This is an optimization exercise on Yosys and OpenROAD, whose aim is small area, a short achievable clock period and few clock cycles per item, not a production implementation. The RTL was checked by simulation tests, not by an equivalence proof against the original design. Power and IR drop assume default switching activity.

==> flow/design.v <==
`default_nettype none
module qspi_xip_line_cache #(
    parameter int NUM_LINES  = 32,
    parameter int LINE_WORDS = 4,
    parameter int ADDR_W     = 24
) (
    input  wire logic              HCLK,
    input  wire logic              HRESETn,
    input  wire logic              HSEL,
    input  wire logic              HREADY,
    input  wire logic [1:0]        HTRANS,
    input  wire logic              HWRITE,
    input  wire logic [ADDR_W-1:0] HADDR,
    output logic                   HREADYOUT,
    output logic                   HRESP,
    output logic [31:0]            HRDATA,
    input  wire logic              flush,
    output logic                   fill_req,
    output logic [ADDR_W-1:0]      fill_addr,
    input  wire logic              fill_valid,
    input  wire logic [31:0]       fill_rdata
);
    localparam int c_WORD_W  = $clog2(LINE_WORDS);
    localparam int c_IDX_W   = $clog2(NUM_LINES);
    localparam int c_TAG_LSB = 2 + c_WORD_W + c_IDX_W;
    localparam int c_TAG_W   = ADDR_W - c_TAG_LSB;
    localparam int c_LINE_W  = ADDR_W - c_WORD_W - 2;
    typedef enum logic [2:0] {
        S_IDLE  = 3'd0,    
        S_RESP  = 3'd1,    
        S_WAIT  = 3'd2,    
        S_QUEUE = 3'd3,    
        S_ERR1  = 3'd4,
        S_ERR2  = 3'd5
    } state_t;
    state_t                  r_state;
    logic                    r_rdy0;       
    logic                    r_rdy1;       
    logic                    r_hresp;
    logic [31:0]             r_hrdata;
    logic                    r_take;       
    logic [c_LINE_W-1:0]     r_line;       
    logic [c_WORD_W-1:0]     r_word;
    logic                    r_q_look;     
    logic                    r_q_end;      
    logic                    r_fill_req;
    logic [c_LINE_W-1:0]     r_f_line;
    logic [c_WORD_W-1:0]     r_f_cnt;
    logic                    r_f_look;
    logic                    r_f_end;
    logic [NUM_LINES-1:0]    r_valid;
    logic [c_TAG_W-1:0]      r_tag_mem  [NUM_LINES];
    logic [31:0]             r_data_mem [NUM_LINES*LINE_WORDS];
    logic                    w_acc;
    logic                    w_accept;
    logic [c_WORD_W-1:0]     w_word;
    logic [c_IDX_W-1:0]      w_idx;
    logic [c_TAG_W-1:0]      w_tag;
    logic [c_IDX_W-1:0]      f_idx;
    logic [c_TAG_W-1:0]      f_tag;
    logic                    w_ov;
    logic                    w_hit;
    logic                    w_fword;      
    logic                    w_fdone;      
    logic                    w_now;        
    logic                    w_have;       
    logic                    w_start_new;  
    logic                    w_start_q;    
    logic [c_WORD_W-1:0]     w_cnt_nxt;
    logic                    w_done_rd;    
    logic [31:0]             w_rd;
    logic                    w_unused_bits;
    assign w_acc   = HSEL & HREADY & HTRANS[1];
    assign w_word  = HADDR[c_WORD_W+1:2];
    assign w_idx   = HADDR[c_TAG_LSB-1:c_WORD_W+2];
    assign w_tag   = HADDR[ADDR_W-1:c_TAG_LSB];
    assign f_idx   = r_f_line[c_IDX_W-1:0];
    assign f_tag   = r_f_line[c_LINE_W-1:c_IDX_W];
    assign w_unused_bits = &{1'b0, HADDR[1:0], HTRANS[0]};
    assign w_fword   = r_fill_req & fill_valid;
    assign w_fdone   = w_fword & (r_f_cnt == c_WORD_W'(LINE_WORDS - 1));
    assign w_done_rd = r_take & fill_valid;
    assign w_ov   = r_fill_req & (w_idx == f_idx);
    logic [NUM_LINES-1:0] w_eq;
    always_comb begin
        for (int i = 0; i < NUM_LINES; i++)
            w_eq[i] = r_valid[i] & (r_tag_mem[i] == w_tag);
    end
    assign w_hit  = w_ov ? (r_f_look & (w_tag == f_tag)) : w_eq[w_idx];
    assign w_now  = w_ov & fill_valid & (r_f_cnt == w_word);
    assign w_have = (r_f_cnt > w_word) | w_now;
    always_comb begin
        w_rd = '0;
        for (int i = 0; i < NUM_LINES*LINE_WORDS; i++)
            w_rd = w_rd | (r_data_mem[i] & {32{HADDR[c_TAG_LSB-1:2] == (c_IDX_W+c_WORD_W)'(i)}});
    end
    assign w_accept = w_acc & HREADYOUT;
    assign w_start_new = w_accept & ~HWRITE & ~w_hit & ~r_fill_req;
    assign w_start_q   = (r_state == S_QUEUE) & ~r_fill_req;
    assign w_cnt_nxt   = r_f_cnt + c_WORD_W'(w_fword);
    assign HREADYOUT = fill_valid ? r_rdy1 : r_rdy0;
    assign HRESP     = r_hresp;
    assign HRDATA    = fill_valid ? fill_rdata : r_hrdata;
    assign fill_req  = r_fill_req;
    assign fill_addr = {r_f_line, {(c_WORD_W+2){1'b0}}};
    always_ff @(posedge HCLK or negedge HRESETn) begin
        if (!HRESETn) begin
            r_state  <= S_IDLE;
            r_rdy0   <= 1'b1;
            r_rdy1   <= 1'b1;
            r_hresp  <= 1'b0;
            r_hrdata <= '0;
            r_take   <= 1'b0;
            r_line   <= '0;
            r_word   <= '0;
            r_q_look <= 1'b0;
            r_q_end  <= 1'b0;
        end else begin
            if (flush) begin
                r_q_look <= 1'b0;
                r_q_end  <= 1'b0;
            end
            case (r_state)
                S_RESP: begin
                    if (!fill_valid) begin
                        r_state <= S_IDLE;
                        r_rdy1  <= 1'b1;
                    end
                end
                S_WAIT: begin
                    if (fill_valid) begin
                        r_take <= (w_cnt_nxt == r_word);
                        r_rdy1 <= (w_cnt_nxt == r_word);
                    end
                    if (w_done_rd) begin
                        r_state <= S_IDLE;
                        r_rdy0  <= 1'b1;
                        r_rdy1  <= 1'b1;
                        r_take  <= 1'b0;
                    end
                end
                S_QUEUE: begin
                    if (w_start_q) begin
                        r_state <= S_WAIT;
                        r_take  <= (r_word == '0);
                        r_rdy1  <= (r_word == '0);
                    end
                end
                S_ERR1: begin
                    r_state <= S_ERR2;
                    r_rdy0  <= 1'b1;
                    r_rdy1  <= 1'b1;
                    r_hresp <= 1'b1;
                end
                default: begin
                    r_state <= S_IDLE;
                    r_rdy0  <= 1'b1;
                    r_rdy1  <= 1'b1;
                    r_hresp <= 1'b0;
                end
            endcase
            if (w_accept) begin
                r_line   <= {w_tag, w_idx};
                r_word   <= w_word;
                r_take   <= 1'b0;
                r_hrdata <= w_now ? fill_rdata : w_rd;
                if (HWRITE) begin
                    r_state <= S_ERR1;
                    r_rdy0  <= 1'b0;
                    r_rdy1  <= 1'b0;
                    r_hresp <= 1'b1;
                end else if (w_hit) begin
                    r_hresp <= 1'b0;
                    if (w_ov & ~w_have) begin
                        r_state <= S_WAIT;
                        r_rdy0  <= 1'b0;
                        r_take  <= (w_cnt_nxt == w_word);
                        r_rdy1  <= (w_cnt_nxt == w_word);
                    end else begin
                        r_state <= S_RESP;
                        r_rdy0  <= 1'b1;
                        r_rdy1  <= 1'b0;
                    end
                end else begin
                    r_hresp  <= 1'b0;
                    r_rdy0   <= 1'b0;
                    r_q_look <= ~flush;
                    r_q_end  <= 1'b1;
                    if (r_fill_req) begin
                        r_state <= S_QUEUE;
                        r_rdy1  <= 1'b0;
                    end else begin
                        r_state <= S_WAIT;
                        r_take  <= (w_word == '0);
                        r_rdy1  <= (w_word == '0);
                    end
                end
            end
        end
    end
    always_ff @(posedge HCLK or negedge HRESETn) begin
        if (!HRESETn) begin
            r_fill_req <= 1'b0;
            r_f_line   <= '0;
            r_f_cnt    <= '0;
            r_f_look   <= 1'b0;
            r_f_end    <= 1'b0;
        end else begin
            if (flush) begin
                r_f_look <= 1'b0;
                r_f_end  <= 1'b0;
            end
            if (w_fword) begin
                r_f_cnt <= w_cnt_nxt;
                if (w_fdone) r_fill_req <= 1'b0;
            end
            if (!r_fill_req) begin
                r_f_cnt <= '0;
                if (r_state == S_QUEUE) begin
                    r_f_line <= r_line;
                    r_f_look <= r_q_look & ~flush;
                    r_f_end  <= r_q_end & ~flush;
                end else if (w_accept & ~HWRITE) begin
                    r_f_line <= {w_tag, w_idx};
                    r_f_look <= ~flush;
                    r_f_end  <= 1'b1;
                end
            end
            if (w_start_new | w_start_q) r_fill_req <= 1'b1;
        end
    end
    always_ff @(posedge HCLK or negedge HRESETn) begin
        if (!HRESETn) begin
            r_valid <= '0;
        end else if (flush) begin
            r_valid <= '0;
        end else begin
            if (w_fdone) r_valid[f_idx] <= r_f_end;
        end
    end
    always_ff @(posedge HCLK) begin
        if (w_fword) begin
            r_data_mem[{f_idx, r_f_cnt}] <= fill_rdata;
            if (w_fdone) r_tag_mem[f_idx] <= f_tag;
        end
    end
endmodule
`default_nettype wire
==> flow/run.sh <==
#!/bin/bash
# synth_recipe.tcl (not shown) runs the flow's synth.tcl, then flattens the netlist and writes it again
# the make line also repeats each setting of config.mk as NAME=value (left out here)
make -C /OpenROAD-flow-scripts/flow DESIGN_CONFIG=/design/flow/config.mk WORK_HOME=/design/flow/orfs CLKGATE_MAP_FILE= SYNTH_SCRIPT=/design/flow/synth_recipe.tcl finish
==> flow/config.mk <==
export PLATFORM = sky130hd
export DESIGN_NAME = qspi_xip_line_cache
export DESIGN_NICKNAME = qspi_xip_line_cache
export VERILOG_FILES = /design/flow/design.v
export SDC_FILE = /design/flow/constraint.sdc
export NUM_CORES = 4
export LEC_CHECK = 0
export CAP_MARGIN = 20
export CORE_MARGIN = 2
export CORE_UTILIZATION = 45
export CTS_CLUSTER_DIAMETER = 80
export CTS_CLUSTER_SIZE = 30
export SETUP_SLACK_MARGIN = 2.6
export SLEW_MARGIN = 20
export SYNTH_MEMORY_MAX_BITS = 8192
==> flow/constraint.sdc <==
create_clock -name core_clock -period 5.0 [get_ports {HCLK}]
set_input_delay 1.0000 -clock core_clock [delete_from_list [all_inputs] [get_ports {HCLK}]]
set_output_delay 1.0000 -clock core_clock [all_outputs]
set_load 0.01 [all_outputs]
==> flow_metrics.py, run 1 <==
metrics = {
    "synthesis": {
        "number_of_flops_mapped_to_enable_cells_by_yosys": 4576,
        "synthesis.area_mm2": 0.175,
        "yosys.cell_count.top_type": "edfxtp_1",
        "yosys_register_bits": 4696,
        "syn_inst": 9982,
        "synthTopCellsByCount": "edfxtp_1 (4,576), a22oi_1 (1,730), nand2_1 (487)",
        "synth_top_area_share_pct": 78.4,
        "synthFlopType": "edfxtp_1",
        "asyncSetResetFlopFracSynth_pct": 2.56,
        "yosys.area.top_type": "edfxtp_1",
        "synth-seq-area-share_pct": 80.1,
        "post_synth_num_cell_types": 96,
        "synth.yosys.warnings": 1,
        "synth_area_leaders": "edfxtp_1 (78%), a22oi_1 (7.4%), dfrtp_1 (1.7%), xor2_1 (1.3%), xnor2_1 (1.2%)",
        "avgSynthCellArea_um2": 17.6,
    },
    "cts": {
        "cts_root_buffer": "clkbuf_16",
        "clockBufferDepth": 4,
        "h-tree-depth": 4,
        "cts_num_sinks": 4696,
        "cts_buf_count": 197,
    },
    "global_routing": {
        "grt_start_max_net_pins": 103,
        "groute.usage.overall_pct": 58.0,
        "remaining_overflow_grt": 1,
    },
    "placed_design": {
        "detailed_place_hpwl_um": 578000,
        "post_dp_cell_area_mm2": 0.194,
        "gpl.final_weighted_congestion": 1.03,
        "port_buffers": 116,
    },
    "status": {
        "haltStage": "global routing (5_1_grt)",
        "first-error": "[ERROR GRT-0232] Routing congestion too high. Check the congestion heatmap in the GUI.",
        "run_status": "aborted with a tool error",
    },
    "floorplan": {
        "chipHeight_um": 628,
        "start_util_pct": 45.1,
        "top_level_ports": 124,
        "rows": 229,
        "floorplan.die.width_um": 628,
    },
}
==> power groups by stage <==
stage	clock, W	combinational, W	sequential [W]
floorplan	0	0.00274	0.0460
global placement	0	0.00696	0.0462
detailed placement	0	0.00701	0.0462
CTS	0.0207	0.00949	0.0450
==> per-layer routing <==
| metal | global-route usage (%) | GRT overflow |
|---|---|---|
| met5 | 31.3 | 0 |
| met4 | 51.8 | 1 |
| met3 | 48.4 | 0 |
| met2 | 68.3 | 0 |
| met1 | 60.3 | 0 |
==> worst max path at each step <==
| stage | slack, ns | cells past startpoint | end | startpoint |
|---|---|---|---|---|
| 2_1_floorplan | 1.98 | 10 | r_state[1]$_DFFE_PN0P_ | HADDR[16] |
| 3_3_place_gp | -0.25 | 15 | r_hrdata[20]$_DFFE_PN0P_ | HADDR[4] |
| 3_5_place_dp | -0.25 | 15 | r_hrdata[20]$_DFFE_PN0P_ | HADDR[4] |
| 4_1_cts | 1.62 | 14 | r_hrdata[20]$_DFFE_PN0P_ | HADDR[8] |
==> stage by stage <==
| stage | hold WS (ns) | TNS, ns | cells | setup WS [ns] | total power [W] |
|---|---|---|---|---|---|
| after floorplan | 0.439 | 0 | 9985 | 1.98 | 0.0487 |
| after global placement | 0.463 | -0.439 | 15800 | -0.255 | 0.0532 |
| after detailed placement | 0.468 | -0.422 | 15800 | -0.247 | 0.0533 |
| after CTS | 0.0310 | 0 | 17000 | 1.62 | 0.0752 |
==> kinds of logic after synthesis <==
| kind of cell | synth area share, % |
|---|---|
| simple gates | 4.79 |
| compound gates | 10.3 |
| flops | 80.1 |
| other cells | 0.00214 |
| buf+inv | 1.69 |
| xor+xnor | 2.57 |
| fa+ha+maj | 0.0500 |
| mux | 0.439 |
==> what timing repair did <==
| item | CTS |
|---|---|
| pin swaps | 311 |
| gates resized for setup | 1251 |
| buffers inserted | 803 |
| setup endpoints to repair | 4701 |
| hold endpoints to repair | 0 |
| hold buffers | 0 |
| cloned | 88 |
Testbench counts, summed over its fixed seeds: cycles 132,401, reads 24,000.
==> run 2: changes to the inputs <==
--- a/flow/design.v
+++ b/flow/design.v
@@ -91,7 +91,3 @@
     assign w_have = (r_f_cnt > w_word) | w_now;
-    always_comb begin
-        w_rd = '0;
-        for (int i = 0; i < NUM_LINES*LINE_WORDS; i++)
-            w_rd = w_rd | (r_data_mem[i] & {32{HADDR[c_TAG_LSB-1:2] == (c_IDX_W+c_WORD_W)'(i)}});
-    end
+    assign w_rd = r_data_mem[{w_idx, w_word}];
     assign w_accept = w_acc & HREADYOUT;
--- a/flow/config.mk
+++ b/flow/config.mk
@@ -9,5 +9,3 @@
 export CORE_MARGIN = 2
-export CORE_UTILIZATION = 45
-export CTS_CLUSTER_DIAMETER = 80
-export CTS_CLUSTER_SIZE = 30
+export CORE_UTILIZATION = 40
 export SETUP_SLACK_MARGIN = 2.6
==> run 2 against run 1 <==
The run now finishes clean. Synthesized cell count down 21%. Area after synthesis is 3.9% higher.
==> flow_metrics.py, run 2 <==
metrics = {
    "status": {
        "run_status": "finished clean",
    },
    "timing": {
        "grt_setup_unrepaired": "yes",
        "timing.final.hold_violations": 0,
        "report.final.setup_viol": 0,
        "skew_ns": 0.0780,
        "worstMarginPinSlew_ns": 1.14,
        "timing.setup.tns_ns": 0,
        "finalWorstPathRequiredPeriod_ns": 3.04,
        "finalCritPeriodShare_pct": 60.8,
        "slew_violations": 0,
        "maxSlewHeadroom_pct": 24.2,
        "clock.fmax_mhz": 329,
    },
    "placed_design": {
        "gpl.final_weighted_congestion": 0.823,
        "port_buffers": 116,
        "detailed_place_hpwl_um": 290000,
    },
    "synthesis": {
        "number_of_flops_mapped_to_enable_cells_by_yosys": 4576,
        "synth.yosys.warnings": 1,
        "yosys_register_bits": 4696,
        "synth_top_area_share_pct": 75.5,
        "synthFlopType": "edfxtp_1",
        "synthTopCellsByCount": "edfxtp_1 (4,576), mux4_2 (1,344), xor2_1 (487)",
        "syn_inst": 7879,
        "post_synth_num_cell_types": 49,
        "synth_area_leaders": "edfxtp_1 (75%), mux4_2 (17%), xor2_1 (2.3%), dfrtp_1 (1.6%), clkbuf_1 (0.52%)",
        "synth-seq-area-share_pct": 77.1,
        "synthesis.area_mm2": 0.182,
        "avgSynthCellArea_um2": 23.1,
        "asyncSetResetFlopFracSynth_pct": 2.56,
        "yosys.cell_count.top_type": "edfxtp_1",
        "yosys.area.top_type": "edfxtp_1",
    },
    "global_routing": {
        "grt_start_max_net_pins": 130,
        "groute.usage.overall_pct": 23.0,
        "first_global_vias": 89900,
        "remaining_overflow_grt": 0,
        "global_route_wire_length_before_repair_um": 736000,
        "antenna_found_initial": 47,
    },
    "run": {
        "drv_cap": 0,
    },
    "worst_hold_path": {
        "min_path_type": "in -> reg",
    },
    "worst_setup_path": {
        "timing.critical_path.mode_cell": "buf_16",
        "timing.critical_path.slowest_stage_cell": "mux2_4",
        "crit_path_end_kind": "output port",
        "critPathArrivalTime_ns": 2.04,
        "crit_type": "in -> out",
        "crit_fanout": 6,
        "crit_path_max_incr_delay_ns": 0.37,
        "timing.critical_path.cells": "buf_16, buf_16, buf_12, mux2_4, buf_6",
        "cp_data_required_time_ns": 4.00,
        "timing.critical_path.max_delay_family": "buffers and inverters",
        "worstPathBufferInverterCount": 4,
        "cp-start-kind": "primary input",
    },
    "cts": {
        "cts_root_buffer": "clkbuf_16",
        "cts_buf_count": 461,
        "path_clk_slew_ns": 0.06,
        "clockBufferDepth": 4,
        "tritoncts": "yes",
        "cts_num_sinks": 4696,
        "clk_latency_ns": 1.02,
        "h-tree-depth": 5,
    },
    "routing": {
        "drtAntennaViolNets": 0,
        "initialDrtViolationCount": 12900,
        "avgViaCountPerCell": 5.94,
        "wl_per_cell_um": 35.9,
        "wirelength_um": 550000,
        "drt_drc_violations_left": 0,
        "drt-pass1-iter-count": 8,
        "route.vias.total": 91100,
    },
    "floorplan": {
        "floorplan.die.width_um": 679,
        "top_level_ports": 124,
        "die_area_mm2": 0.461,
        "start_util_pct": 40.2,
        "chipHeight_um": 679,
        "core_area_mm2": 0.453,
        "rows": 247,
    },
    "power_and_ir_drop": {
        "total_leakage_power_nw": 69.9,
        "power.density_cell_area_mw_per_mm2": 411,
        "vdd_ir_drop_max_mv": 0.391,
    },
    "layout": {
        "largest_register_ffs": 4096,
        "sequential_cell_area_mm2": 0.140,
        "area_delta_synth_final_pct": 20.6,
        "layout.core_utilization_pct": 48.5,
        "reg.largest.list": "r_data_mem (4096), r_tag_mem (480)",
        "nFillCells": 35900,
        "drive_gt1_share_pct": 35.4,
        "num-nets-final": 8994,
        "multi_input_comb_area_mm2": 0.0418,
        "layout_commonest_cell": "edfxtp_1",
        "final_cell_mix": "edfxtp_1 (4,576), mux4_2 (1,344), clkbuf_16 (522)",
        "largest_register": "r_data_mem",
    },
}
run 2: cell count changes after synthesis, moves of 91 or more:
cell,change
a22oi_1,-1698
mux4_2,+1344
nand2_1,-342
nand4_1,-229
xnor2_1,-222
xor2_1,+222
nor2_1,-180
o22ai_1,-147
buf_2,-124
nand3_1,-104
a22o_1,-100
nor3_1,-95
a222oi_1,-91
run 2: worst paths after layout:
| kind | cells past startpoint | end | startpoint | slack [ns] |
|---|---|---|---|---|
| worst max register to register | 10 | r_take$_DFFE_PN0P_ | r_tag_mem[28][14]$_DFFE_PP_ | 2.29 |
| max in group asynchronous | 3 | r_hrdata[15]$_DFFE_PN0P_ | HRESETn | 3.29 |
| worst min register to register | 2 | r_line[1]$_DFFE_PN0P_ | r_line[1]$_DFFE_PN0P_ | 0.48 |
| worst max-delay path | 5 | HRDATA[31] | fill_valid | 1.96 |
| min in group asynchronous | 2 | r_line[5]$_DFFE_PN0P_ | HRESETn | 0.46 |
| worst min-delay path | 3 | r_line[1]$_DFFE_PN0P_ | HADDR[5] | 0.33 |
run 2: where the power goes:
group          leakage (nW)  switching (W)  total [W]  internal [W]
Sequential             42.7       0.000348     0.0449        0.0446
Combinational          20.0        0.00702     0.0109       0.00392
Clock                  7.24         0.0150     0.0343        0.0193
run 2: timing repair:
item,CTS,global route
endpoints found under the setup margin,4711,1475
cloned,62,61
pin swaps,83,68
hold endpoints to repair,36,0
hold buffers,1,0
setup buffers,262,86
gates resized for setup,798,162
run 2: logic make-up after synthesis:
| logic type | share of synthesized area, % |
|---|---|
| xor gates and xnor gates | 2.46 |
| and+or+nand+nor | 1.67 |
| DFF | 77.1 |
| other | 0.00206 |
| AOI/OAI and AO/OA | 0.552 |
| muxes | 17.1 |
| buffers and inverters | 1.02 |
| adders and majority gates | 0.0550 |
run 2: area by class of cell:
cell class / instances / area share, %
inverter: 11 / 0.0279
sequential: 4696 / 64.0
clock buffer: 584 / 5.60
multi-input combinational: 2743 / 19.0
clock inverter: 272 / 1.13
timing repair buffer: 1008 / 6.78
tap: 5976 / 3.40
antenna: 43 / 0.0490
run 2: layer usage:
metal | vias to the layer above | global-route usage (%) | routed length [um]
met5 | - | 0 | 70
met2 | 4956 | 37.2 | 267000
li1 | 35500 | - | -
met3 | 838 | 3.99 | 49800
met4 | 12 | 8.86 | 23700
met1 | 49800 | 31.2 | 210000
run 2: worst min-delay path: stages:
cell     delay [ns]
buf_6          0.16
nand2_1        0.08
nand2_1        0.04
run 2: stage by stage:
step	setup WS, ns	power, W	area, um2	cells	hold slack (ns)
finish	1.96	0.0902	220000	15300	0.335
global route	1.98	0.0924	220000	15300	0.315
CTS	1.93	0.0900	216000	15100	0.260
detailed placement	0.682	0.0545	195000	14000	0.463
global placement	0.652	0.0544	195000	14000	0.468
floorplan	1.77	0.0500	185000	7882	0.445
Testbench counts of run 2, summed over its fixed seeds: cycles 132,401, reads 24,000.
==> run 3: changes to the inputs <==
--- a/flow/config.mk
+++ b/flow/config.mk
@@ -10,3 +10,3 @@
 export CORE_UTILIZATION = 40
-export SETUP_SLACK_MARGIN = 2.6
+export SETUP_SLACK_MARGIN = 3.0
 export SLEW_MARGIN = 20
==> run 3 against run 2 <==
Sequential share of layout area shrank 5.7 points. Largest cell class unchanged. Critical path depth unchanged. Still clean on timing, DRC and antenna. Area after synthesis unchanged. First-iteration DRC count up 35%. Critical path type unchanged. Maximum frequency shrank 1.2%. Routed wire length rose by 17%.
==> flow_metrics.py, run 3 <==
metrics = {
    "layout": {
        "nFillCells": 33100,
        "largest_register_ffs": 4096,
        "num-nets-final": 10000,
        "largest_register": "r_data_mem",
        "layout_commonest_cell": "edfxtp_1",
        "final_cell_mix": "edfxtp_1 (4,576), mux4_2 (1,344), buf_12 (550)",
        "drive_gt1_share_pct": 42.2,
        "layout.core_utilization_pct": 53.2,
        "reg.largest.list": "r_data_mem (4096), r_tag_mem (480)",
        "area_delta_synth_final_pct": 32.4,
    },
    "timing": {
        "skew_ns": 0.0987,
        "timing.final.hold_violations": 0,
        "finalCritPeriodShare_pct": 61.5,
        "slew_violations": 0,
        "maxSlewHeadroom_pct": 25.5,
        "finalWorstPathRequiredPeriod_ns": 3.07,
        "timing.setup.tns_ns": 0,
        "grt_setup_unrepaired": "yes",
        "worstMarginPinSlew_ns": 1.12,
        "clock.fmax_mhz": 325,
        "report.final.setup_viol": 0,
    },
    "synthesis": {
        "synth-seq-area-share_pct": 77.1,
        "synth_top_area_share_pct": 75.5,
        "yosys.cell_count.top_type": "edfxtp_1",
        "yosys_register_bits": 4696,
        "synthFlopType": "edfxtp_1",
        "synth.yosys.warnings": 1,
        "synth_area_leaders": "edfxtp_1 (75%), mux4_2 (17%), xor2_1 (2.3%), dfrtp_1 (1.6%), clkbuf_1 (0.52%)",
        "syn_inst": 7879,
        "synthTopCellsByCount": "edfxtp_1 (4,576), mux4_2 (1,344), xor2_1 (487)",
        "number_of_flops_mapped_to_enable_cells_by_yosys": 4576,
        "avgSynthCellArea_um2": 23.1,
        "asyncSetResetFlopFracSynth_pct": 2.56,
        "synthesis.area_mm2": 0.182,
        "yosys.area.top_type": "edfxtp_1",
        "post_synth_num_cell_types": 49,
    },
    "worst_hold_path": {
        "worstHoldStart": "HADDR[17]",
        "min_path_type": "in -> reg",
    },
    "routing": {
        "initialDrtViolationCount": 17300,
        "route.vias.total": 101000,
        "avgViaCountPerCell": 6.17,
        "wirelength_um": 644000,
        "wl_per_cell_um": 39.4,
        "drt-pass1-iter-count": 6,
        "drt_drc_violations_left": 0,
        "drtAntennaViolNets": 0,
    },
    "cts": {
        "tritoncts": "yes",
        "clk_latency_ns": 1.09,
        "cts_num_sinks": 4696,
        "path_clk_slew_ns": 0.06,
        "cts_root_buffer": "clkbuf_16",
        "h-tree-depth": 5,
        "clockBufferDepth": 4,
        "cts_buf_count": 465,
    },
    "worst_setup_path": {
        "critPathArrivalTime_ns": 2.07,
        "crit_fanout": 7,
        "crit_path_end_kind": "output port",
        "crit_type": "in -> out",
        "cp-startpoint": "fill_valid",
        "worst_r2r_endpoint": "r_data_mem[83][19]$_DFFE_PP_",
        "rr_worst_depth": 12,
        "r2r_slack_ns": 2.26,
        "crit_path_end": "HRDATA[31]",
        "cp-start-kind": "primary input",
        "ff_to_ff_start": "r_f_line[3]$_DFFE_PN0P_",
        "cp_data_required_time_ns": 4.00,
    },
    "floorplan": {
        "die_area_mm2": 0.461,
        "top_level_ports": 124,
        "floorplan.die.width_um": 679,
        "chipHeight_um": 679,
        "rows": 247,
        "core_area_mm2": 0.453,
        "start_util_pct": 40.2,
    },
    "global_routing": {
        "first_global_vias": 97000,
        "groute.usage.overall_pct": 27.0,
        "antenna_found_initial": 66,
        "grt_start_max_net_pins": 123,
        "remaining_overflow_grt": 0,
        "global_route_wire_length_before_repair_um": 847000,
    },
    "status": {
        "run_status": "finished clean",
    },
    "power_and_ir_drop": {
        "power.density_cell_area_mw_per_mm2": 391,
        "total_leakage_power_nw": 79.2,
        "vdd_ir_drop_max_mv": 0.720,
    },
    "run": {
        "drv_cap": 0,
    },
    "placed_design": {
        "gpl.final_weighted_congestion": 0.794,
        "port_buffers": 116,
        "detailed_place_hpwl_um": 288000,
    },
}
==> run 3: cell counts after synthesis <==
Identical to the previous run, type by type.
==> run 3: worst min-delay path by stage <==
stage	end	slack, ns	cells past startpoint
3_3_place_gp	r_q_end$_DFF_PN0_	0.46	2
4_1_cts	r_data_mem[46][16]$_DFFE_PP_	0.23	1
6_report	r_line[13]$_DFFE_PN0P_	0.25	3
3_5_place_dp	r_line[12]$_DFFE_PN0P_	0.47	2
2_1_floorplan	r_line[19]$_DFFE_PN0P_	0.44	2
5_1_grt	r_data_mem[46][16]$_DFFE_PP_	0.24	1
==> run 3: report_power, final <==
part / switching (W) / internal [W] / leakage (nW)
clock: 0.0155 / 0.0199 / 7.42
sequential: 0.000316 / 0.0446 / 42.7
combinational: 0.00811 / 0.00573 / 29.1
==> run 3: logic make-up after synthesis <==
kind of cell	after synthesis	share of synthesized area [%]
other	1	0.00206
muxes	1434	17.1
DFF	4696	77.1
adders and majority gates	8	0.0550
xor gates and xnor gates	511	2.46
buffers and inverters	443	1.02
AOI/OAI and AO/OA	159	0.552
and+or+nand+nor	627	1.67
==> run 3: area by class of cell <==
type / count / area (um2) / share of cell area (%)
inverters: 11 / 72.6 / 0.0301
well taps: 5976 / 7480 / 3.10
clock inverters: 276 / 2950 / 1.22
repair buffers: 2008 / 35500 / 14.7
multi-input cells: 2745 / 42300 / 17.5
flip-flops and latches: 4696 / 140000 / 58.3
clock buffers: 587 / 12300 / 5.10
diodes: 28 / 70.1 / 0.0291
==> run 3: layer usage <==
metal  GRT usage, %  vias up  part of all wire, %
met2           42.4     7588                   47
met3           6.31     1569                   12
met4           14.6       26                  6.8
li1               -    37700                    -
met5              0        -                0.026
met1           35.0    53800                   34
==> run 3: worst max-delay path, stage by stage <==
cell,delay [ns]
buf_16,0.14
buf_16,0.18
buf_12,0.14
mux2_4,0.40
buf_6,0.16
==> run 3: timing repair <==
item	in CTS	in global routing
endpoints found under the hold margin	63	0
buffers inserted	836	172
resized for setup	1841	326
setup endpoints to repair	4850	5455
hold buffers	1	0
pin swaps	181	144
gates cloned	425	48
==> run 3: stage by stage <==
stage               power (W)  hold slack (ns)  cell area (um2)  instances  setup slack [ns]
finish                 0.0942            0.253           241000      16300              1.93
global route           0.0961            0.244           241000      16300              1.95
CTS                    0.0931            0.228           237000      16100              1.94
detailed placement     0.0546            0.471           195000      14000             0.662
global placement       0.0545            0.464           195000      14000             0.693
floorplan              0.0501            0.444           186000       7882              1.77
==> run 4: changes to the inputs <==
--- a/flow/config.mk
+++ b/flow/config.mk
@@ -10,3 +10,5 @@
 export CORE_UTILIZATION = 40
-export SETUP_SLACK_MARGIN = 3.0
+export CTS_CLUSTER_DIAMETER = 70
+export CTS_CLUSTER_SIZE = 24
+export SETUP_SLACK_MARGIN = 2.8
 export SLEW_MARGIN = 20
==> run 4 against run 3 <==
Still clean. Die area unchanged. Area after synthesis unchanged. Maximum frequency increased by 0.23%. Worst hold slack improved by 0.15 ns. Flip-flop and latch count unchanged. Power decreased by 12%. Critical path type is now in -> reg. Largest cell class unchanged. Largest power group unchanged.
==> flow_metrics.py, run 4 <==
metrics = {
    "status": {
        "run_status": "finished clean",
    },
    "routing": {
        "wirelength_um": 633000,
        "avgViaCountPerCell": 6.27,
        "initialDrtViolationCount": 17000,
        "drt_drc_violations_left": 0,
        "route.vias.total": 98800,
        "drtAntennaViolNets": 0,
        "wl_per_cell_um": 40.2,
        "drt-pass1-iter-count": 6,
    },
    "cts": {
        "clk_latency_ns": 1.05,
        "cts_buf_count": 244,
        "cts_num_sinks": 4696,
        "cts_root_buffer": "clkbuf_16",
        "path_clk_slew_ns": 0.11,
        "clockBufferDepth": 4,
        "tritoncts": "yes",
        "h-tree-depth": 4,
    },
    "worst_setup_path": {
        "ff_to_ff_start": "r_f_line[4]$_DFFE_PN0P_",
        "rr_worst_depth": 15,
        "cp_data_required_time_ns": 5.91,
        "worstPathBufferInverterCount": 6,
        "cp-startpoint": "HADDR[2]",
        "r2r_slack_ns": 2.17,
        "timing.critical_path.cells": "buf_16, buf_16, buf_16, buf_16, buf_12, buf_16, mux4_2, mux4_2, mux4_2, mux2i_1, o21ai_1",
        "crit_type": "in -> reg",
        "crit_fanout": 8,
        "worst_r2r_endpoint": "r_data_mem[36][16]$_DFFE_PP_",
        "timing.critical_path.max_delay_family": "multiplexers",
        "crit_path_end": "r_hrdata[27]$_DFFE_PN0P_",
        "critPathArrivalTime_ns": 3.98,
        "timing.critical_path.slowest_stage_cell": "mux4_2",
        "crit_path_max_incr_delay_ns": 0.63,
        "cp_num_cells": 11,
        "cp-start-kind": "primary input",
        "timing.critical_path.mode_cell": "buf_16",
        "crit_path_end_kind": "flip-flop",
    },
    "power_and_ir_drop": {
        "vdd_ir_drop_max_mv": 0.582,
        "switchingPower_w": 0.0220,
        "power.density_cell_area_mw_per_mm2": 356,
        "total_leakage_power_nw": 74.6,
        "seq_power_share_pct": 54.4,
        "comb_power_share_pct": 18.0,
        "intPower_w": 0.0605,
        "swShare_pct": 26.7,
        "pwr-share-clk_pct": 27.7,
    },
    "global_routing": {
        "remaining_overflow_grt": 0,
        "antenna_found_initial": 63,
        "global_route_wire_length_before_repair_um": 820000,
        "grt_start_max_net_pins": 130,
        "first_global_vias": 92900,
        "groute.usage.overall_pct": 26.2,
    },
    "layout": {
        "area_delta_synth_final_pct": 27.1,
        "final_cell_mix": "edfxtp_1 (4,576), mux4_2 (1,344), buf_12 (495)",
        "layout_commonest_cell": "edfxtp_1",
        "largest_register": "r_data_mem",
        "drive_gt1_share_pct": 40.5,
        "nFillCells": 34100,
        "largest_register_ffs": 4096,
        "stdcell_count": 15800,
        "reg.largest.list": "r_data_mem (4096), r_tag_mem (480)",
        "num-nets-final": 9702,
    },
    "timing": {
        "final_critical_path_setup_slack_ns": 1.93,
        "slew_violations": 0,
        "timing.setup.tns_ns": 0,
        "worstMarginPinSlew_ns": 1.14,
        "report.final.setup_viol": 0,
        "skew_ns": 0.111,
        "timing.final.hold_violations": 0,
        "fin_hold_ws_ns": 0.406,
        "grt_setup_unrepaired": "yes",
        "finalCritPeriodShare_pct": 61.4,
        "finalWorstPathRequiredPeriod_ns": 3.07,
        "maxSlewHeadroom_pct": 24.2,
        "clock.fmax_mhz": 326,
    },
    "floorplan": {
        "rows": 247,
        "die_area_mm2": 0.461,
        "core_area_mm2": 0.453,
        "start_util_pct": 40.2,
        "floorplan.die.width_um": 679,
        "chipHeight_um": 679,
        "top_level_ports": 124,
    },
    "synthesis": {
        "asyncSetResetFlopFracSynth_pct": 2.56,
        "synth-seq-area-share_pct": 77.1,
        "yosys_register_bits": 4696,
        "yosys.area.top_type": "edfxtp_1",
        "synthTopCellsByCount": "edfxtp_1 (4,576), mux4_2 (1,344), xor2_1 (487)",
        "yosys.cell_count.top_type": "edfxtp_1",
        "synth.yosys.warnings": 1,
        "number_of_flops_mapped_to_enable_cells_by_yosys": 4576,
        "synthesis.area_mm2": 0.182,
        "synth_top_area_share_pct": 75.5,
        "syn_inst": 7879,
        "synthFlopType": "edfxtp_1",
        "post_synth_num_cell_types": 49,
        "synth_area_leaders": "edfxtp_1 (75%), mux4_2 (17%), xor2_1 (2.3%), dfrtp_1 (1.6%), clkbuf_1 (0.52%)",
        "avgSynthCellArea_um2": 23.1,
    },
    "run": {
        "drv_cap": 0,
    },
    "placed_design": {
        "placedCellCount": 13900,
        "gpl.final_weighted_congestion": 0.823,
        "port_buffers": 116,
        "detailed_place_hpwl_um": 287000,
        "pre_cts_ws_ns": 0.711,
    },
    "worst_hold_path": {
        "min_path_type": "in -> reg",
    },
}
[run 4: worst min path at each step]
stage / cells after the start / from / endpoint
floorplan: 2 / r_q_end$_DFF_PN0_ / r_q_end$_DFF_PN0_
global placement: 2 / r_line[2]$_DFFE_PN0P_ / r_line[2]$_DFFE_PN0P_
detailed placement: 2 / r_line[13]$_DFFE_PN0P_ / r_line[13]$_DFFE_PN0P_
CTS: 1 / fill_rdata[0] / r_data_mem[108][0]$_DFFE_PP_
global route: 1 / fill_rdata[0] / r_data_mem[121][0]$_DFFE_PP_
finish: 1 / fill_rdata[0] / r_data_mem[120][0]$_DFFE_PP_
[run 4: routing by layer]
metal,track usage [%],share of wire (%)
met1,35.0,35
met5,0,0.035
met3,5.72,12
met4,12.8,6.6
met2,40.9,46
[run 4: layout make-up]
type                    count  area [um2]  share of cell area (%)
flip-flops and latches   4696      140000                    60.7
multi-input cells        2748       42300                    18.3
repair buffers           1928       33500                    14.5
well taps                5976        7480                    3.23
clock buffers             294        6380                    2.76
clock inverters            97        1180                   0.512
inverters                  11        71.3                  0.0308
diodes                     19        47.5                  0.0205
[run 4: through the flow]
step / total power (W) / instance area [um2] / util, %
after detailed placement: 0.0546 / 195000 / 43.0
after global placement: 0.0544 / 195000 / 43.0
after floorplan: 0.0501 / 186000 / -
after global routing: 0.0841 / 231000 / 51.1
final: 0.0825 / 231000 / 51.1
after CTS: 0.0812 / 226000 / 50.0
[run 4: power groups by stage]
stage / Combinational (W) / Sequential, W / Clock [W]
final: 0.0148 / 0.0448 / 0.0228
after global routing: 0.0149 / 0.0449 / 0.0242
after CTS: 0.0135 / 0.0448 / 0.0229
after detailed placement: 0.00866 / 0.0459 / 0
after global placement: 0.00855 / 0.0458 / 0
after floorplan: 0.00416 / 0.0459 / 0
[run 4: cell families after synthesis]
family          after synthesis  share of synthesized area, %
compound gates              159                         0.552
xor+xnor                    511                          2.46
buf+inv                     443                          1.02
flops                      4696                          77.1
fa+ha+maj                     8                        0.0550
simple gates                627                          1.67
mux                        1434                          17.1
other cells                   1                       0.00206
[run 4: worst register-to-register path, stage by stage, from the launching register on]
cell and delay [ns]:
dfrtp_4 0.51, buf_6 0.13, buf_6 0.11, buf_12 0.12, buf_6 0.12, buf_8 0.11, or3b_4 0.42, clkinv_4 0.10
buf_12 0.11, nand2_8 0.06, buf_8 0.14, buf_6 0.11, nor2_4 0.10, buf_12 0.16, buf_12 0.12, buf_16 0.13
[run 4: repair_timing]
action | CTS | global route
hold buffers | 1 | 0
gates cloned | 381 | 77
gates resized for setup | 1698 | 325
buffers inserted | 791 | 171
setup endpoints to repair | 4713 | 4757
endpoints found under the hold margin | 9 | 0
pin swaps | 171 | 136
==> run 5: changes to the inputs <==
--- a/flow/design.v
+++ b/flow/design.v
@@ -83,8 +83,4 @@
     assign w_ov   = r_fill_req & (w_idx == f_idx);
-    logic [NUM_LINES-1:0] w_eq;
-    always_comb begin
-        for (int i = 0; i < NUM_LINES; i++)
-            w_eq[i] = r_valid[i] & (r_tag_mem[i] == w_tag);
-    end
-    assign w_hit  = w_ov ? (r_f_look & (w_tag == f_tag)) : w_eq[w_idx];
+    assign w_hit  = w_ov ? (r_f_look & (w_tag == f_tag))
+                         : (r_valid[w_idx] & (r_tag_mem[w_idx] == w_tag));
     assign w_now  = w_ov & fill_valid & (r_f_cnt == w_word);
--- a/flow/config.mk
+++ b/flow/config.mk
@@ -12,3 +12,3 @@
 export CTS_CLUSTER_SIZE = 24
-export SETUP_SLACK_MARGIN = 2.8
+export SETUP_SLACK_MARGIN = 2.6
 export SLEW_MARGIN = 20
==> run 5 against run 4 <==
Core utilization decreased by 4.6 points. Largest cell class unchanged. First-iteration DRC count decreased by 28%. Clock-buffer cell count increased by 24. Combinational power decreased by 34%. Routed wire length decreased by 20%. Worst hold slack got worse by 0.30 ns. Register-to-register slack got worse by 0.24 ns. Still clean. Worst setup slack got worse by 0.075 ns. Area after synthesis decreased by 0.59%. Sequential share of layout area increased by 6.3 points. Clock skew decreased by 0.044 ns. Critical endpoint is now r_hrdata[5]$_DFFE_PN0P_. Clock power about the same.
==> flow_metrics.py, run 5 <==
metrics = {
    "global_routing": {
        "grt_start_max_net_pins": 121,
        "antenna_found_initial": 53,
        "global_route_wire_length_before_repair_um": 693000,
        "groute.usage.overall_pct": 21.6,
        "remaining_overflow_grt": 0,
        "first_global_vias": 85700,
    },
    "routing": {
        "wirelength_um": 507000,
        "route.vias.total": 86400,
        "initialDrtViolationCount": 12200,
        "wl_per_cell_um": 35.0,
        "avgViaCountPerCell": 5.95,
        "drt-pass1-iter-count": 5,
        "drt_drc_violations_left": 0,
        "drtAntennaViolNets": 0,
    },
    "cts": {
        "cts-hold-fix-buffers": 0,
        "clockBufferDepth": 4,
        "cts_num_sinks": 4696,
        "cts_root_buffer": "clkbuf_16",
        "path_clk_slew_ns": 0.10,
        "h-tree-depth": 4,
        "clk_latency_ns": 1.02,
        "tritoncts": "yes",
        "cts_buf_count": 241,
    },
    "layout": {
        "reg.largest.list": "r_data_mem (4096), r_tag_mem (480)",
        "largest_register_ffs": 4096,
        "nFillCells": 36300,
        "layout_commonest_cell": "edfxtp_1",
        "final_cell_mix": "edfxtp_1 (4,576), mux4_2 (1,440), buf_4 (392)",
        "stdcell_count": 14500,
        "drive_gt1_share_pct": 35.6,
        "num-nets-final": 8428,
        "largest_register": "r_data_mem",
        "area_delta_synth_final_pct": 15.8,
    },
    "placed_design": {
        "detailed_place_hpwl_um": 277000,
        "gpl.final_weighted_congestion": 0.794,
        "placedCellCount": 13700,
        "port_buffers": 116,
        "pre_cts_ws_ns": 0.286,
    },
    "floorplan": {
        "start_util_pct": 40.1,
        "die_area_mm2": 0.458,
        "floorplan.die.width_um": 677,
        "core_area_mm2": 0.452,
        "top_level_ports": 124,
        "chipHeight_um": 677,
        "rows": 247,
    },
    "synthesis": {
        "synth.yosys.warnings": 1,
        "yosys.cell_count.top_type": "edfxtp_1",
        "post_synth_num_cell_types": 58,
        "avgSynthCellArea_um2": 23.9,
        "yosys.area_share.simple_pct": 1.28,
        "synthesized_area_fraction_occupied_by_ao_oa_aoi_and_oai_cells_pct": 0.860,
        "synthTopCellsByCount": "edfxtp_1 (4,576), mux4_2 (1,440), nor2_1 (254)",
        "synth_top_area_share_pct": 75.9,
        "number_of_flops_mapped_to_enable_cells_by_yosys": 4576,
        "syn_inst": 7573,
        "synth_area_leaders": "edfxtp_1 (76%), mux4_2 (18%), dfrtp_1 (1.6%), mux2i_1 (0.77%), nor2_1 (0.53%)",
        "largest_family_of_logic_cells_by_synthesized_area": "multiplexers",
        "yosys.area.top_type": "edfxtp_1",
        "synthAdderAreaFrac_pct": 0.0553,
        "asyncSetResetFlopFracSynth_pct": 2.56,
        "synth-seq-area-share_pct": 77.6,
        "synthFlopType": "edfxtp_1",
        "synthesis.area_mm2": 0.181,
        "synth.area.mux_share_pct": 19.0,
        "post_synth_xor_area_fraction_pct": 0.189,
        "yosys_register_bits": 4696,
    },
    "timing": {
        "grt_setup_unrepaired": "yes",
        "final_critical_path_setup_slack_ns": 1.86,
        "clock.fmax_mhz": 318,
        "slew_violations": 0,
        "timing.setup.tns_ns": 0,
        "skew_ns": 0.0667,
        "maxSlewHeadroom_pct": 20.5,
        "fin_hold_ws_ns": 0.109,
        "timing.final.hold_violations": 0,
        "report.final.setup_viol": 0,
        "worstMarginPinSlew_ns": 1.19,
        "finalWorstPathRequiredPeriod_ns": 3.14,
        "finalCritPeriodShare_pct": 62.9,
    },
    "power_and_ir_drop": {
        "switchingPower_w": 0.0190,
        "swShare_pct": 24.6,
        "pwr-share-clk_pct": 29.3,
        "comb_power_share_pct": 12.7,
        "intPower_w": 0.0583,
        "total_leakage_power_nw": 65.2,
        "power.density_cell_area_mw_per_mm2": 369,
        "vdd_ir_drop_max_mv": 0.430,
        "seq_power_share_pct": 58.0,
        "fin_total_pwr_w": 0.0773,
    },
    "worst_setup_path": {
        "timing.critical_path.cells": "buf_16, buf_16, buf_16, buf_12, buf_16, mux4_2, mux4_2, mux4_2, mux2i_1, nor2_1, a21oi_1, o21ai_1",
        "critPathArrivalTime_ns": 4.01,
        "crit_path_end_kind": "flip-flop",
        "cp-start-kind": "primary input",
        "timing.critical_path.slowest_stage_cell": "mux4_2",
        "crit_type": "in -> reg",
        "timing.critical_path.mode_cell": "buf_16",
        "crit_fanout": 8,
        "cp_data_required_time_ns": 5.87,
        "crit_path_max_incr_delay_ns": 0.67,
    },
    "worst_hold_path": {
        "min_path_type": "in -> async",
    },
    "run": {
        "drv_cap": 0,
    },
    "status": {
        "run_status": "finished clean",
    },
}
## run 5: cell types whose count changed in the layout (fill, tap and decap cells not counted), moves of 36 or more
| cell | before | now |
|---|---|---|
| xor2_1 | 483 | 8 |
| buf_6 | 470 | 132 |
| buf_16 | 412 | 94 |
| buf_12 | 495 | 207 |
| nor4_1 | 123 | 6 |
| mux4_2 | 1344 | 1440 |
| mux2i_1 | 56 | 130 |
| buf_4 | 324 | 392 |
| clkbuf_16 | 323 | 265 |
| buf_8 | 113 | 58 |
| nor2_1 | 36 | 86 |
| nand2_1 | 107 | 146 |
| a21oi_1 | 31 | 67 |
| nand4_1 | 52 | 16 |
## run 5: through the flow
step | cell area, um2 | utilization (%)
after CTS | 208000 | 46.0
final | 210000 | 46.4
after global routing | 210000 | 46.4
after floorplan | 183000 | -
after global placement | 193000 | 42.9
after detailed placement | 193000 | 42.9
## run 5: final timing paths
check | startpoint | to | slack [ns] | cells past startpoint
min | HRESETn | r_line[12]$_DFFE_PN0P_ | 0.11 | 2
max in group asynchronous | HRESETn | r_hrdata[13]$_DFFE_PN0P_ | 4.10 | 2
max reg2reg | r_tag_mem[22][8]$_DFFE_PP_ | r_state[0]$_DFFE_PN0P_ | 1.93 | 10
max | HADDR[2] | r_hrdata[5]$_DFFE_PN0P_ | 1.86 | 12
min reg2reg | r_line[11]$_DFFE_PN0P_ | r_line[11]$_DFFE_PN0P_ | 0.49 | 2
min in group core_clock | fill_rdata[22] | r_data_mem[110][22]$_DFFE_PP_ | 0.39 | 1
## run 5: final cells by class
type	instances	area (um2)	share of cell area, %
Multi-Input combinational cell	2458	40700	19.4
Inverter	11	58.8	0.0280
Sequential cell	4696	140000	67.0
Antenna cell	25	62.6	0.0298
Clock inverter	82	1090	0.522
Clock buffer	318	6520	3.11
Timing Repair Buffer	947	13400	6.38
Tap cell	5976	7480	3.57
## run 5: power by group through the flow
stage | combinational [W] | sequential [W] | clock, W
final | 0.00981 | 0.0448 | 0.0227
after CTS | 0.00934 | 0.0448 | 0.0231
after global placement | 0.00731 | 0.0461 | 0
after global routing | 0.0102 | 0.0449 | 0.0243
after floorplan | 0.00405 | 0.0459 | 0
after detailed placement | 0.00742 | 0.0462 | 0
## run 5: timing repair
action / CTS / global route
setup buffers: 242 / 104
endpoints found under the setup margin: 4699 / 2298
pin swaps: 57 / 46
gates resized for setup: 755 / 143
gates cloned: 63 / 21
## run 5: cell families after synthesis
kind of cell | Yosys count
flip-flops | 4696
multiplexers | 1622
AO/OA/AOI/OAI | 244
adder cells (fa/ha/maj) | 8
buffers and inverters | 426
AND/OR/NAND/NOR | 537
XOR/XNOR | 39
other | 1
## run 5: critical path, delay by kind of cell
kind                   cells  cell delay [ns]
AND/OR/NAND/NOR            1             0.07
multiplexers               4             1.94
AO/OA/AOI/OAI              2             0.20
buffers and inverters      5             0.74
## run 5: routing by layer
layer	vias up	track usage, %	routed length, um
met5	-	0	55
met4	8	5.53	15100
met3	547	4.00	44600
met2	4072	34.9	244000
met1	47900	30.4	203000
li1	33900	-	-
Testbench counts of run 5, summed over its fixed seeds: cycles 132,401, reads 24,000.
==> run 6: changes to the inputs <==
--- a/flow/config.mk
+++ b/flow/config.mk
@@ -9,3 +9,3 @@
 export CORE_MARGIN = 2
-export CORE_UTILIZATION = 40
+export CORE_UTILIZATION = 55
 export CTS_CLUSTER_DIAMETER = 70
==> run 6 against run 5 <==
Final area decreased by 2.0%. Maximum frequency increased by 0.50%. Combinational power decreased by 2%. Worst setup slack improved by 0.016 ns. Register-to-register slack improved by 0.13 ns.
==> flow_metrics.py, run 6 <==
metrics = {
    "status": {
        "run_status": "finished clean",
    },
    "power_and_ir_drop": {
        "vdd_ir_drop_max_mv": 0.363,
        "power.density_cell_area_mw_per_mm2": 373,
        "fin_total_pwr_w": 0.0766,
        "total_leakage_power_nw": 64.3,
    },
    "timing": {
        "skew_ns": 0.0355,
        "clock.fmax_mhz": 320,
        "timing.setup.tns_ns": 0,
        "timing.final.hold_violations": 0,
        "final_critical_path_setup_slack_ns": 1.87,
        "report.final.setup_viol": 0,
        "worstMarginPinSlew_ns": 1.03,
        "fin_hold_ws_ns": 0.382,
        "slew_violations": 0,
        "grt_setup_unrepaired": "yes",
        "maxSlewHeadroom_pct": 31.1,
        "finalCritPeriodShare_pct": 62.5,
        "finalWorstPathRequiredPeriod_ns": 3.13,
    },
    "worst_setup_path": {
        "crit_type": "in -> reg",
        "cp-start-kind": "primary input",
        "critPathArrivalTime_ns": 3.98,
        "crit_fanout": 8,
        "cp_data_required_time_ns": 5.85,
        "crit_path_end_kind": "flip-flop",
    },
    "layout": {
        "nFillCells": 21900,
        "drive_gt1_share_pct": 34.8,
        "largest_register_ffs": 4096,
        "reg.largest.list": "r_data_mem (4096), r_tag_mem (480)",
        "layout_commonest_cell": "edfxtp_1",
        "area_delta_synth_final_pct": 13.6,
        "num-nets-final": 8332,
        "largest_register": "r_data_mem",
        "final_cell_mix": "edfxtp_1 (4,576), mux4_2 (1,440), buf_4 (387)",
        "layout.core_utilization_pct": 62.8,
    },
    "synthesis": {
        "yosys_register_bits": 4696,
        "yosys.area.top_type": "edfxtp_1",
        "synth-seq-area-share_pct": 77.6,
        "synth.yosys.warnings": 1,
        "synthesis.area_mm2": 0.181,
        "number_of_flops_mapped_to_enable_cells_by_yosys": 4576,
        "synthTopCellsByCount": "edfxtp_1 (4,576), mux4_2 (1,440), nor2_1 (254)",
        "yosys.cell_count.top_type": "edfxtp_1",
        "synth_area_leaders": "edfxtp_1 (76%), mux4_2 (18%), dfrtp_1 (1.6%), mux2i_1 (0.77%), nor2_1 (0.53%)",
        "synthFlopType": "edfxtp_1",
        "post_synth_num_cell_types": 58,
        "synth_top_area_share_pct": 75.9,
        "asyncSetResetFlopFracSynth_pct": 2.56,
        "avgSynthCellArea_um2": 23.9,
        "syn_inst": 7573,
    },
    "global_routing": {
        "remaining_overflow_grt": 0,
        "first_global_vias": 84000,
        "global_route_wire_length_before_repair_um": 667000,
        "antenna_found_initial": 50,
        "grt_start_max_net_pins": 129,
        "groute.usage.overall_pct": 29.1,
    },
    "routing": {
        "avgViaCountPerCell": 6.68,
        "drt-pass1-iter-count": 5,
        "wl_per_cell_um": 38.3,
        "initialDrtViolationCount": 11800,
        "drt_drc_violations_left": 0,
        "drtAntennaViolNets": 0,
        "route.vias.total": 85200,
        "wirelength_um": 489000,
    },
    "cts": {
        "clockBufferDepth": 4,
        "clk_latency_ns": 0.98,
        "h-tree-depth": 4,
        "cts_num_sinks": 4696,
        "tritoncts": "yes",
        "path_clk_slew_ns": 0.09,
        "cts_buf_count": 235,
        "cts_root_buffer": "clkbuf_16",
    },
    "worst_hold_path": {
        "min_path_type": "in -> reg",
    },
    "placed_design": {
        "port_buffers": 116,
        "gpl.final_weighted_congestion": 0.827,
        "pre_cts_ws_ns": 0.435,
        "detailed_place_hpwl_um": 272000,
    },
    "floorplan": {
        "floorplan.die.width_um": 578,
        "top_level_ports": 124,
        "die_area_mm2": 0.334,
        "start_util_pct": 55.3,
        "core_area_mm2": 0.327,
        "rows": 210,
        "chipHeight_um": 578,
    },
    "run": {
        "drv_cap": 0,
    },
}
-- run 6: cell counts after synthesis --
No cell type changed its count.
-- run 6: final timing paths --
| path | start | end | slack, ns | depth (start not counted) |
|---|---|---|---|---|
| max reg2reg | r_f_line[1]$_DFFE_PN0P_ | r_hrdata[21]$_DFFE_PN0P_ | 2.06 | 10 |
| min | fill_rdata[15] | r_data_mem[68][15]$_DFFE_PP_ | 0.38 | 1 |
| min reg2reg | r_line[17]$_DFFE_PN0P_ | r_line[17]$_DFFE_PN0P_ | 0.48 | 2 |
| max in group asynchronous | HRESETn | r_hrdata[28]$_DFFE_PN0P_ | 3.26 | 3 |
| max | HADDR[2] | r_hrdata[6]$_DFFE_PN0P_ | 1.87 | 12 |
| min in group asynchronous | HRESETn | r_line[12]$_DFFE_PN0P_ | 0.59 | 2 |
-- run 6: logic make-up (layout without fill, tap and decap cells) --
logic type | after synthesis | count (layout) | synth area share [%]
flops | 4696 | 4696 | 77.6
mux | 1622 | 1622 | 19.0
simple gates | 537 | 537 | 1.28
buf+inv | 426 | 1248 | 1.09
compound gates | 244 | 245 | 0.860
xor+xnor | 39 | 39 | 0.189
fa+ha+maj | 8 | 8 | 0.0553
other cells | 1 | 17 | 0.00207
-- run 6: critical path, stage by stage --
cell and delay [ns]:
buf_16 0.11, buf_12 0.16, buf_16 0.18, buf_12 0.13, buf_12 0.14, mux4_2 0.51
mux4_2 0.56, mux4_2 0.63, mux2i_1 0.18, nor2_1 0.07, a21oi_2 0.19, o21ai_2 0.07
-- run 6: power by group --
part	leakage [nW]	switching (W)	total, W	internal (W)
Combinational	18.1	0.00590	0.00963	0.00373
Sequential	42.7	0.000284	0.0448	0.0445
Clock	3.53	0.0123	0.0222	0.00988
-- run 6: per-stage QoR --
step	instance area, um2	instances
after floorplan	183000	7576
after global placement	192000	12100
after detailed placement	192000	12100
after CTS	204000	12600
after global routing	206000	12700
final	206000	12800
-- run 6: layout make-up --
| type | instances | area (um2) | share of cell area [%] |
|---|---|---|---|
| timing repair buffer | 860 | 11700 | 5.70 |
| antenna | 13 | 32.5 | 0.0158 |
| inverter | 11 | 63.8 | 0.0310 |
| clock buffer | 292 | 6270 | 3.05 |
| tap | 4346 | 5440 | 2.64 |
| clock inverter | 85 | 1030 | 0.502 |
| multi-input combinational | 2455 | 40600 | 19.8 |
| sequential | 4696 | 140000 | 68.3 |
-- run 6: metal layers --
layer,vias up,GRT usage [%],part of all wire (%)
met2,3758,46.7,49
met5,-,0,0.0027
li1,33700,-,-
met1,47200,42.9,40
met3,510,4.29,8.2
met4,2,7.14,2.8
-- run 6: repair_timing --
action,in CTS,in global routing
pin swaps,58,26
setup endpoints to repair,4517,2114
hold endpoints to repair,52,0
buffers inserted,169,71
hold buffers,1,0
resized for setup,623,186
cloned,45,24
==> run 7: changes to the inputs <==
--- a/flow/config.mk
+++ b/flow/config.mk
@@ -9,3 +9,3 @@
 export CORE_MARGIN = 2
-export CORE_UTILIZATION = 55
+export CORE_UTILIZATION = 60
 export CTS_CLUSTER_DIAMETER = 70
==> run 7 against run 6 <==
Combinational power is 12% higher. Die area is 8.3% lower. Synthesized cell count stayed put. Cell count is 1.9% lower. Non-clock buffer count is 137 higher.
==> flow_metrics.py, run 7 <==
metrics = {
    "layout": {
        "nFillCells": 18100,
        "num-nets-final": 8463,
        "layout.core_utilization_pct": 69.0,
        "area_delta_synth_final_pct": 14.3,
        "layout_commonest_cell": "edfxtp_1",
        "design_area_mm2": 0.207,
        "final_cell_mix": "edfxtp_1 (4,576), mux4_2 (1,440), buf_4 (447)",
        "reg.largest.list": "r_data_mem (4096), r_tag_mem (480)",
        "largest_register_ffs": 4096,
        "drive_gt1_share_pct": 35.7,
        "largest_register": "r_data_mem",
        "stdcell_count": 12500,
    },
    "global_routing": {
        "grt_start_max_net_pins": 130,
        "first_global_vias": 84500,
        "groute.usage.overall_pct": 33.3,
        "antenna_found_initial": 50,
        "remaining_overflow_grt": 0,
        "global_route_wire_length_before_repair_um": 692000,
    },
    "timing": {
        "timing.setup.tns_ns": 0,
        "worstMarginPinSlew_ns": 1.15,
        "clock.fmax_mhz": 302,
        "maxSlewHeadroom_pct": 23.4,
        "finalCritPeriodShare_pct": 66.2,
        "skew_ns": 0.0461,
        "slew_violations": 0,
        "grt_setup_unrepaired": "yes",
        "finalWorstPathRequiredPeriod_ns": 3.31,
        "report.final.setup_viol": 0,
        "fin_hold_ws_ns": 0.0933,
        "timing.final.hold_violations": 0,
    },
    "worst_setup_path": {
        "worstPathBufferInverterCount": 4,
        "timing.critical_path.max_delay_family": "multiplexers",
        "timing.critical_path.slowest_stage_cell": "mux4_2",
        "crit_type": "in -> reg",
        "timing.critical_path.cells": "buf_16, buf_8, buf_16, buf_12, mux4_2, mux4_2, mux4_2, mux2i_1, nor2_1, a21oi_1, o21ai_1",
        "crit_fanout": 17,
        "crit_path_end_kind": "flip-flop",
        "timing.critical_path.mode_cell": "mux4_2",
        "cp_num_cells": 11,
        "cp-start-kind": "primary input",
        "critPathArrivalTime_ns": 4.14,
        "r2r_slack_ns": 2.09,
        "crit_path_max_incr_delay_ns": 0.72,
        "rr_worst_depth": 10,
        "cp_data_required_time_ns": 5.83,
    },
    "routing": {
        "avgViaCountPerCell": 7.07,
        "wirelength_um": 514000,
        "route.top_layer_used": "met5",
        "drt-pass1-iter-count": 8,
        "route.vias.total": 88500,
        "met1Wirelength_um": 198000,
        "wl_per_cell_um": 41.1,
        "drt_drc_violations_left": 0,
        "initialDrtViolationCount": 14400,
        "wl_met2_um": 242000,
        "drtAntennaViolNets": 0,
        "wl_met3_um": 55500,
    },
    "placed_design": {
        "port_buffers": 116,
        "placedCellCount": 11600,
        "detailed_place_hpwl_um": 284000,
        "gpl.final_weighted_congestion": 0.836,
        "post_dp_cell_area_mm2": 0.191,
    },
    "synthesis": {
        "synth.yosys.warnings": 1,
        "yosys.area.top_type": "edfxtp_1",
        "synthesis.area_mm2": 0.181,
        "number_of_flops_mapped_to_enable_cells_by_yosys": 4576,
        "yosys_register_bits": 4696,
        "synth_top_area_share_pct": 75.9,
        "synthFlopType": "edfxtp_1",
        "asyncSetResetFlopFracSynth_pct": 2.56,
        "synth-seq-area-share_pct": 77.6,
        "synth_area_leaders": "edfxtp_1 (76%), mux4_2 (18%), dfrtp_1 (1.6%), mux2i_1 (0.77%), nor2_1 (0.53%)",
        "post_synth_num_cell_types": 58,
        "avgSynthCellArea_um2": 23.9,
        "synthTopCellsByCount": "edfxtp_1 (4,576), mux4_2 (1,440), nor2_1 (254)",
        "yosys.cell_count.top_type": "edfxtp_1",
        "syn_inst": 7573,
    },
    "cts": {
        "clockBufferDepth": 4,
        "cts_root_buffer": "clkbuf_16",
        "tritoncts": "yes",
        "clk_latency_ns": 0.96,
        "h-tree-depth": 4,
        "path_clk_slew_ns": 0.10,
        "cts_buf_count": 229,
        "cts_num_sinks": 4696,
    },
    "power_and_ir_drop": {
        "total_leakage_power_nw": 65.2,
        "power.density_cell_area_mw_per_mm2": 373,
        "vdd_ir_drop_max_mv": 0.409,
    },
    "floorplan": {
        "chipHeight_um": 553,
        "die_area_mm2": 0.306,
        "floorplan.die.width_um": 553,
        "start_util_pct": 60.3,
        "rows": 201,
        "core_area_mm2": 0.300,
        "top_level_ports": 124,
    },
    "worst_hold_path": {
        "min_path_type": "in -> async",
    },
    "run": {
        "drv_cap": 0,
    },
    "status": {
        "run_status": "finished clean",
    },
}
[run 7: cell type report]
cell class	count	area [um2]	share of cell area, %
diodes	35	87.6	0.0423
multi-input cells	2455	40700	19.7
clock inverters	59	756	0.365
well taps	3958	4950	2.39
clock buffers	307	6170	2.98
flip-flops and latches	4696	140000	67.9
repair buffers	997	13800	6.65
inverters	11	58.8	0.0284
[run 7: final timing paths]
path / startpoint / endpoint
setup / recovery: HADDR[2] / r_hrdata[24]$_DFFE_PN0P_
hold / removal: HRESETn / r_f_line[5]$_DFFE_PN0P_
setup reg to reg: r_tag_mem[17][8]$_DFFE_PP_ / r_take$_DFFE_PN0P_
hold reg to reg: r_line[12]$_DFFE_PN0P_ / r_line[12]$_DFFE_PN0P_
max in group asynchronous: HRESETn / r_hrdata[6]$_DFFE_PN0P_
min in group core_clock: fill_rdata[29] / r_data_mem[110][29]$_DFFE_PP_
[run 7: cell families (layout without fill, tap and decap cells)]
kind of cell | after synthesis | count (layout) | synth area share [%]
fa+ha+maj | 8 | 8 | 0.0553
compound gates | 244 | 244 | 0.860
mux | 1622 | 1622 | 19.0
xor+xnor | 39 | 40 | 0.189
buf+inv | 426 | 1374 | 1.09
other cells | 1 | 39 | 0.00207
simple gates | 537 | 537 | 1.28
flops | 4696 | 4696 | 77.6
[run 7: metrics by stage]
stage	worst slack [ns]	power, W
after global placement	0.482	0.0537
after floorplan	1.61	0.0500
after CTS	1.80	0.0768
final	1.69	0.0772
after global routing	1.73	0.0791
after detailed placement	0.470	0.0539
[run 7: worst register-to-register path, cell delays in order, from the launching register on]
cell	delay, ns
edfxtp_1	0.38
mux4_2	0.48
mux2i_2	0.21
a22oi_2	0.19
and3b_1	0.23
nor4_2	0.25
nand4_1	0.21
o31ai_4	0.30
buf_12	0.18
mux2i_4	0.24
a22oi_1	0.11
[run 7: timing repair]
item                                    in CTS  in global routing
pin swaps                                   65                 49
endpoints found under the setup margin    4686               1773
setup buffers                              281                 96
hold buffers                                 0                  0
cloned                                      63                 31
resized for setup                          701                201
[run 7: where the power goes]
group | switching (W) | internal [W] | total [W]
Sequential | 0.000305 | 0.0445 | 0.0448
Combinational | 0.00651 | 0.00430 | 0.0108
Clock | 0.0121 | 0.00947 | 0.0215
[run 7: metal layers]
layer	global-route usage, %	vias up
li1	-	34000
met1	49.9	48600
met2	50.8	5213
met3	6.47	665
met4	9.96	24
met5	0	-
==> run 8: changes to the inputs <==
--- a/flow/config.mk
+++ b/flow/config.mk
@@ -9,3 +9,3 @@
 export CORE_MARGIN = 2
-export CORE_UTILIZATION = 60
+export CORE_UTILIZATION = 66
 export CTS_CLUSTER_DIAMETER = 70
==> run 8 against run 7 <==
Core utilization is 5.7 points higher. Synthesized cell count stayed put. Flip-flop and latch count stayed put. Routed wire length is 4.5% lower. Critical path depth stayed put. Sequential share of layout area is 0.97 points higher. Sequential power hardly changed. Register-to-register slack worse by 0.09 ns. Largest power group unchanged.
==> flow_metrics.py, run 8 <==
metrics = {
    "worst_setup_path": {
        "timing.critical_path.cells": "buf_16, buf_12, buf_16, buf_4, mux4_2, mux4_2, mux4_2, mux2i_1, nor2_1, a21oi_1, o21ai_1",
        "cp-start-kind": "primary input",
        "timing.critical_path.slowest_stage_cell": "mux4_2",
        "timing.critical_path.mode_cell": "mux4_2",
        "crit_path_end_kind": "flip-flop",
    },
    "synthesis": {
        "avgSynthCellArea_um2": 23.9,
        "number_of_flops_mapped_to_enable_cells_by_yosys": 4576,
        "synthFlopType": "edfxtp_1",
        "post_synth_num_cell_types": 58,
        "synth_top_area_share_pct": 75.9,
    },
    "floorplan": {
        "core_area_mm2": 0.273,
        "rows": 192,
        "top_level_ports": 124,
        "floorplan.die.width_um": 528,
    },
    "timing": {
        "finalWorstPathRequiredPeriod_ns": 3.12,
        "timing.final.hold_violations": 0,
        "worstMarginPinSlew_ns": 1.15,
        "grt_setup_unrepaired": "yes",
        "skew_ns": 0.0461,
    },
    "routing": {
        "route.vias.total": 87500,
        "drtAntennaViolNets": 0,
        "initialDrtViolationCount": 14400,
    },
    "power_and_ir_drop": {
        "vdd_ir_drop_max_mv": 0.363,
        "power.density_cell_area_mw_per_mm2": 370,
    },
    "status": {
        "run_status": "finished clean",
    },
    "cts": {
        "cts_num_sinks": 4696,
        "clk_latency_ns": 0.97,
        "h-tree-depth": 4,
    },
    "placed_design": {
        "gpl.final_weighted_congestion": 0.859,
        "detailed_place_hpwl_um": 265000,
        "post_dp_cell_area_mm2": 0.190,
    },
    "layout": {
        "design_area_mm2": 0.204,
        "num-nets-final": 8330,
        "layout_commonest_cell": "edfxtp_1",
    },
}
## run 8: cell families after synthesis
kind of cell | share of synthesized area [%]
mux | 19.0
simple gates | 1.28
other cells | 0.00207
xor+xnor | 0.189
flops | 77.6
compound gates | 0.860
fa+ha+maj | 0.0553
buf+inv | 1.09
## run 8: what timing repair did
action	CTS	global route
endpoints found under the setup margin	4721	2365
gates cloned	51	19
pin swaps	74	40
hold endpoints to repair	0	0
buffers inserted	210	84
gates resized for setup	711	167
## run 8: path summary, 6_finish.rpt
check | startpoint | to | slack [ns] | cells past startpoint
worst min-delay path | HRESETn | r_word[0]$_DFFE_PN0P_ | 0.15 | 1
min in group core_clock | fill_rdata[6] | r_data_mem[3][6]$_DFFE_PP_ | 0.39 | 1
worst max register to register | r_tag_mem[21][3]$_DFFE_PP_ | r_state[0]$_DFFE_PN0P_ | 2.00 | 10
max in group asynchronous | HRESETn | r_hrdata[20]$_DFFE_PN0P_ | 3.61 | 2
worst max-delay path | HADDR[2] | r_hrdata[9]$_DFFE_PN0P_ | 1.88 | 11
worst min register to register | r_line[0]$_DFFE_PN0P_ | r_line[0]$_DFFE_PN0P_ | 0.49 | 2
## run 8: cell type report
type | instances | area [um2]
Antenna cell | 17 | 42.5
Clock buffer | 283 | 6050
Clock inverter | 46 | 449
Fill cell | 14500 | 69100
Inverter | 11 | 60.1
Multi-Input combinational cell | 2459 | 40800
Sequential cell | 4696 | 140000
Tap cell | 3589 | 4490
Timing Repair Buffer | 863 | 11700
## run 8: per-stage QoR
stage / utilization (%) / setup WS (ns) / hold WS, ns
after global placement: 69.6 / 0.571 / 0.453
after CTS: 74.0 / 1.96 / 0.173
after detailed placement: 69.6 / 0.560 / 0.463
after floorplan: - / 1.61 / 0.436
final: 74.7 / 1.88 / 0.148
after global routing: 74.7 / 1.86 / 0.209
## run 8: where the power goes
| part | switching [W] | total, W | internal, W |
|---|---|---|---|
| Clock | 0.0118 | 0.0207 | 0.00888 |
| Combinational | 0.00617 | 0.00990 | 0.00373 |
| Sequential | 0.000321 | 0.0449 | 0.0445 |
## run 8: per-layer routing
layer | share of wire (%) | vias to the layer above | routed length, um | track usage (%)
li1 | - | 33700 | - | -
met1 | 36 | 47400 | 179000 | 51.8
met2 | 48 | 5716 | 234000 | 54.5
met3 | 12 | 715 | 59200 | 7.77
met4 | 4.0 | 20 | 19500 | 11.8
met5 | 0.027 | - | 133 | 0

Check on run 8: ideal ports give 1.880 ns setup slack; a clkbuf_16 on the clock port and buf_2 on the inputs give 1.418 ns; moving port delays by the midpoint clock arrival (1.049 ns) as well gives 0.369 ns.
